From an optimization exercise on the open Yosys and OpenROAD flow, aimed at small area; shortcuts taken in it are not production practice. Function was checked by simulation only, so behaviour that the tests miss may differ from the original. Power is estimated from default activity; no workload was simulated.

Setup of alpha:
==> module melody_recorder, before the edit <==
module melody_recorder (
    input  logic clock,
    input  logic reset,
    input  logic tick,
    input  logic [watch_pkg::MODE_W-1:0] active_mode,
    input  logic [watch_pkg::BUTTON_W-1:0] key_pulse,
    input  logic note_any,
    input  logic [watch_pkg::NIDX_W-1:0] note_idx,
    input  logic alarm_start,
    input  logic alarm_enabled,
    output logic tone_on,
    output logic [watch_pkg::NIDX_W-1:0] tone_idx,
    output logic [watch_pkg::LED_W-1:0] led
);
    localparam int DEPTH = watch_pkg::MELODY_DEPTH;
    logic [watch_pkg::NIDX_W-1:0] ring [DEPTH];
    logic [watch_pkg::LEN_W-1:0] ring_pos;
    logic [watch_pkg::LEN_W-1:0] next_idx;
    logic [watch_pkg::LEN_W-1:0] length;
    logic [watch_pkg::NIDX_W-1:0] last_note;
    logic [watch_pkg::NIDX_W-1:0] first_note;
    logic [watch_pkg::NIDX_W-1:0] cur_note;
    logic [watch_pkg::NIDX_W-1:0] next_note;
    logic [6:0] win_state;
    logic playing;
    logic record_mode;
    logic sample_done;
    logic clear_req;
    logic start_req;
    logic recording;
    logic store;
    logic advance;
    logic [watch_pkg::LED_W-1:0] level_bar;
    assign record_mode = (active_mode == watch_pkg::MODE_RECORD);
    assign sample_done = (win_state == watch_pkg::WIN_LAST);
    assign clear_req = record_mode && key_pulse[watch_pkg::KEY_CLEAR];
    assign start_req = (alarm_start || (record_mode && key_pulse[watch_pkg::KEY_PLAY])) &&
                       !playing && (length != '0);
    assign recording = record_mode && !playing && note_any && (length < DEPTH);
    assign store = tick && recording && sample_done && !clear_req && !start_req;
    assign advance = tick && playing && sample_done && !clear_req;
    always_ff @(posedge clock or negedge reset) begin
        if (!reset) begin
            length <= '0;
            next_idx <= 7'd1;
            win_state <= watch_pkg::WIN_FIRST;
            playing <= 1'b0;
        end else if (clear_req) begin
            length <= '0;   
            next_idx <= 7'd1;
            win_state <= watch_pkg::WIN_FIRST;
            playing <= 1'b0;
        end else if (start_req) begin
            next_idx <= 7'd1;
            win_state <= watch_pkg::WIN_FIRST;
            playing <= 1'b1;
        end else if (tick) begin
            if (playing || recording) begin
                win_state <= watch_pkg::win_step(win_state);
            end else begin
                win_state <= watch_pkg::WIN_FIRST;   
            end
            if (playing && sample_done) begin
                if (next_idx == length) begin
                    playing <= 1'b0;
                    next_idx <= 7'd1;
                end else begin
                    next_idx <= next_idx + 1'b1;
                end
            end
            if (store) length <= length + 1'b1;
        end
    end
    always_ff @(posedge clock or negedge reset) begin
        if (!reset) ring_pos <= 7'd1;
        else ring_pos <= (ring_pos == DEPTH) ? 7'd1 : ring_pos + 1'b1;
    end
    always_ff @(posedge clock) begin
        for (int i = 0; i < DEPTH - 2; i++) ring[i] <= ring[i + 1];
        ring[DEPTH - 2] <= (ring_pos == length) ? last_note : ring[DEPTH - 1];
        ring[DEPTH - 1] <= ring[0];
        if (store) begin
            last_note <= note_idx;
            if (length == '0) first_note <= note_idx;
        end
        if (ring_pos == next_idx) next_note <= ring[0];
        if (start_req) cur_note <= first_note;
        else if (advance) cur_note <= next_note;
    end
    always_comb begin
        for (int i = 0; i < watch_pkg::LED_W; i++) begin
            level_bar[i] = (length != '0) && (length >= i * watch_pkg::LED_STEP);
        end
        tone_on = playing || (record_mode && note_any);
        tone_idx = playing ? cur_note : note_idx;
    end
    always_ff @(posedge clock or negedge reset) begin
        if (!reset) led <= '0;
        else if (record_mode) led <= level_bar;
        else led <= {{(watch_pkg::LED_W-1){1'b0}}, alarm_enabled};
    end
endmodule
Settings: LEC_CHECK=0, CAP_MARGIN=20, CORE_MARGIN=2, CORE_UTILIZATION=40, CTS_CLUSTER_DIAMETER=60, CTS_CLUSTER_SIZE=30, SLEW_MARGIN=20; clock period 10.0 ns.
run.sh (not shown) runs the stock make flow with config.mk's settings and CLKGATE_MAP_FILE= SYNTH_SCRIPT=/design/flow/synth_recipe.tcl, a recipe that flattens the netlist after the stock synthesis.
## Diff of input files: beta against alpha
--- a/flow/design.v
+++ b/flow/design.v
@@ -224,79 +224,69 @@
     localparam int DEPTH = watch_pkg::MELODY_DEPTH;
     logic [watch_pkg::NIDX_W-1:0] ring [DEPTH];
     logic [watch_pkg::LEN_W-1:0] ring_pos;
     logic [watch_pkg::LEN_W-1:0] next_idx;
     logic [watch_pkg::LEN_W-1:0] length;
     logic [watch_pkg::NIDX_W-1:0] last_note;
-    logic [watch_pkg::NIDX_W-1:0] first_note;
     logic [watch_pkg::NIDX_W-1:0] cur_note;
     logic [watch_pkg::NIDX_W-1:0] next_note;
     logic [6:0] win_state;
     logic playing;
     logic record_mode;
     logic sample_done;
     logic clear_req;
     logic start_req;
     logic recording;
     logic store;
     logic advance;
+    logic [watch_pkg::LEN_W-1:0] next_inc;
     logic [watch_pkg::LED_W-1:0] level_bar;
     assign record_mode = (active_mode == watch_pkg::MODE_RECORD);
     assign sample_done = (win_state == watch_pkg::WIN_LAST);
     assign clear_req = record_mode && key_pulse[watch_pkg::KEY_CLEAR];
     assign start_req = (alarm_start || (record_mode && key_pulse[watch_pkg::KEY_PLAY])) &&
                        !playing && (length != '0);
     assign recording = record_mode && !playing && note_any && (length < DEPTH);
     assign store = tick && recording && sample_done && !clear_req && !start_req;
     assign advance = tick && playing && sample_done && !clear_req;
+    assign next_inc = next_idx + 1'b1;
     always_ff @(posedge clock or negedge reset) begin
         if (!reset) begin
             length <= '0;
-            next_idx <= 7'd1;
             win_state <= watch_pkg::WIN_FIRST;
             playing <= 1'b0;
         end else if (clear_req) begin
             length <= '0;   
-            next_idx <= 7'd1;
             win_state <= watch_pkg::WIN_FIRST;
             playing <= 1'b0;
         end else if (start_req) begin
-            next_idx <= 7'd1;
             win_state <= watch_pkg::WIN_FIRST;
             playing <= 1'b1;
         end else if (tick) begin
             if (playing || recording) begin
                 win_state <= watch_pkg::win_step(win_state);
             end else begin
                 win_state <= watch_pkg::WIN_FIRST;   
             end
-            if (playing && sample_done) begin
-                if (next_idx == length) begin
-                    playing <= 1'b0;
-                    next_idx <= 7'd1;
-                end else begin
-                    next_idx <= next_idx + 1'b1;
-                end
-            end
+            if (playing && sample_done && next_idx == DEPTH) playing <= 1'b0;
             if (store) length <= length + 1'b1;
         end
     end
     always_ff @(posedge clock or negedge reset) begin
         if (!reset) ring_pos <= 7'd1;
         else ring_pos <= (ring_pos == DEPTH) ? 7'd1 : ring_pos + 1'b1;
     end
     always_ff @(posedge clock) begin
         for (int i = 0; i < DEPTH - 2; i++) ring[i] <= ring[i + 1];
         ring[DEPTH - 2] <= (ring_pos == length) ? last_note : ring[DEPTH - 1];
         ring[DEPTH - 1] <= ring[0];
-        if (store) begin
-            last_note <= note_idx;
-            if (length == '0) first_note <= note_idx;
-        end
+        if (start_req) next_idx <= (length == 7'd1) ? 7'(DEPTH) : 7'd1;
+        else if (advance) next_idx <= (next_inc == length) ? 7'(DEPTH) : next_inc;
+        if (store) last_note <= note_idx;
         if (ring_pos == next_idx) next_note <= ring[0];
-        if (start_req) cur_note <= first_note;
+        if (store && length == '0) cur_note <= note_idx;
         else if (advance) cur_note <= next_note;
     end
     always_comb begin
         for (int i = 0; i < watch_pkg::LED_W; i++) begin
             level_bar[i] = (length != '0) && (length >= i * watch_pkg::LED_STEP);
         end
Notes after the runs:
Diff beta..alpha | HPWL after detailed placement | negligible. Between alpha and beta, non-clock buffer count decreased. beta — average detailed-routed wire length per instance 0.27 µm lower, alpha as reference. beta vs alpha, count of clock-buffer cells in the layout went down by 4. Diff alpha -> beta: post-detailed-routing wire length -about 4%; sequential share of cell area ~0 delta; worst hold slack ~0 delta; synthesized cell count -2.0%; highest ir drop seen on vdd +about 1.9%.

---

watch_top, a different RTL version from the one above (not shown whole).
Size: about 960 cells after synthesis, about 360 flip-flops, ~44 I/O pins, about 11000 µm² of cells after synthesis.
==> module tone_generator, before the edit <==
module tone_generator (
    input  logic clock,
    input  logic reset,
    input  logic tone_on,
    input  logic [watch_pkg::NIDX_W-1:0] tone_idx,
    output logic piezo
);
    logic [watch_pkg::CNT_W-1:0] count;
    always_ff @(posedge clock or negedge reset) begin
        if (!reset) begin
            piezo <= 1'b0;
            count <= '0;
        end else if (!tone_on) begin
            piezo <= 1'b0;
            count <= '0;
        end else if (count >= watch_pkg::half_period(tone_idx)) begin
            piezo <= ~piezo;   
            count <= '0;
        end else begin
            count <= count + 1'b1;
        end
    end
endmodule
export LEC_CHECK = 0
export CAP_MARGIN = 20
export CORE_MARGIN = 2
export CORE_UTILIZATION = 40
export SLEW_MARGIN = 20
create_clock -name core_clock -period 10.0 [get_ports {clock}]
standard.sh (not shown) runs the stock make flow with config.mk's settings and CLKGATE_MAP_FILE= SYNTH_SCRIPT=/design/flow/synth_recipe.tcl, a recipe that flattens the netlist after the stock synthesis.
==> flow/flow/run.sh <==
#!/bin/bash
set -euo pipefail
work=$(pwd)
rm -rf "$work/scripts_area"
cp -r "$FLOW_HOME/scripts" "$work/scripts_area"
cp "$work/flow/abc_area.script" "$work/scripts_area/abc_area.script"
vars=(
  "SCRIPTS_DIR=$work/scripts_area"
  "ABC_AREA=1"
  "BUFFER_PORTS_ARGS=-buffer_cell sky130_fd_sc_hd__buf_1"
  "CTS_ARGS=-sink_clustering_enable -repair_clock_nets -dont_use_dummy_load -sink_clustering_size 35 -sink_clustering_max_diameter 70"
)
bash standard.sh "${vars[@]}" synth > "$work/synth.log" 2>&1
bash standard.sh "${vars[@]}" finish > "$work/layout.log" 2>&1
==> flow/flow/abc_area.script <==
strash
dch -f
amap
strash
dch -f
amap
strash
dch -f
amap
==> next run, changes <==
--- a/flow/design.v
+++ b/flow/design.v
@@ -312,4 +312,11 @@
 );
     logic [watch_pkg::CNT_W-1:0] count;
+    logic at_half;
+    always_comb begin
+        at_half = 1'b0;
+        for (int i = 0; i < 8; i++) begin
+            if (tone_idx == 3'(i) && count >= watch_pkg::half_period(3'(i))) at_half = 1'b1;
+        end
+    end
     always_ff @(posedge clock or negedge reset) begin
         if (!reset) begin
@@ -319,5 +326,5 @@
             piezo <= 1'b0;
             count <= '0;
-        end else if (count >= watch_pkg::half_period(tone_idx)) begin
+        end else if (at_half) begin
             piezo <= ~piezo;   
             count <= '0;
Setup slack gets worse by 120 ps; area after synthesis decreases by 0.45%; non-clock buffer count does not change; hold slack gets better by 34 ps; design area decreases by 0.60%; synthesized cell count decreases by 0.42%; core utilization decreases by 0.14 points; via count is about the same; critical path depth increases by 2; sequential share of layout area increases by 0.39 points; final cell count decreases by 0.36%; total power decreases by 4.3%.

==> separate check: timing with driven ports <==
The results above use ideal ports. As a check the final layouts listed here were re-extracted and re-timed, cells and wires unchanged. Step 1 sets driving cells, clkbuf_16 on the clock port and buf_2 on the other inputs (assumed; they add their load-dependent delay and slew). Step 2 moves the port delays by t, midway between the first and last clock arrival at a register: inputs arrive t later, outputs are due t later. That takes back most of the time a late clock gives input paths. Three values: ideal ports, drivers, drivers and shift; two values: the first two.
run	t, ns	slack for setup (ns)	hold WS [ns]
alpha	0.587	5.121 / 5.149 / 4.562	0.319 / 0.319 / 0.319
beta	0.581	5.075 / 5.095 / 4.514	0.322 / 0.322 / 0.322
the first run of note 2	0.538	4.957 / 4.981 / 4.443	0.278 / 0.278 / 0.278
the second run of note 2	0.536	4.837 / 4.863 / 4.326	0.312 / 0.312 / 0.312
After both steps setup and hold are still met in every run listed. The setup slack of beta, which loses most, moves by +0.020 ns with the drivers and by -0.561 ns with both steps.
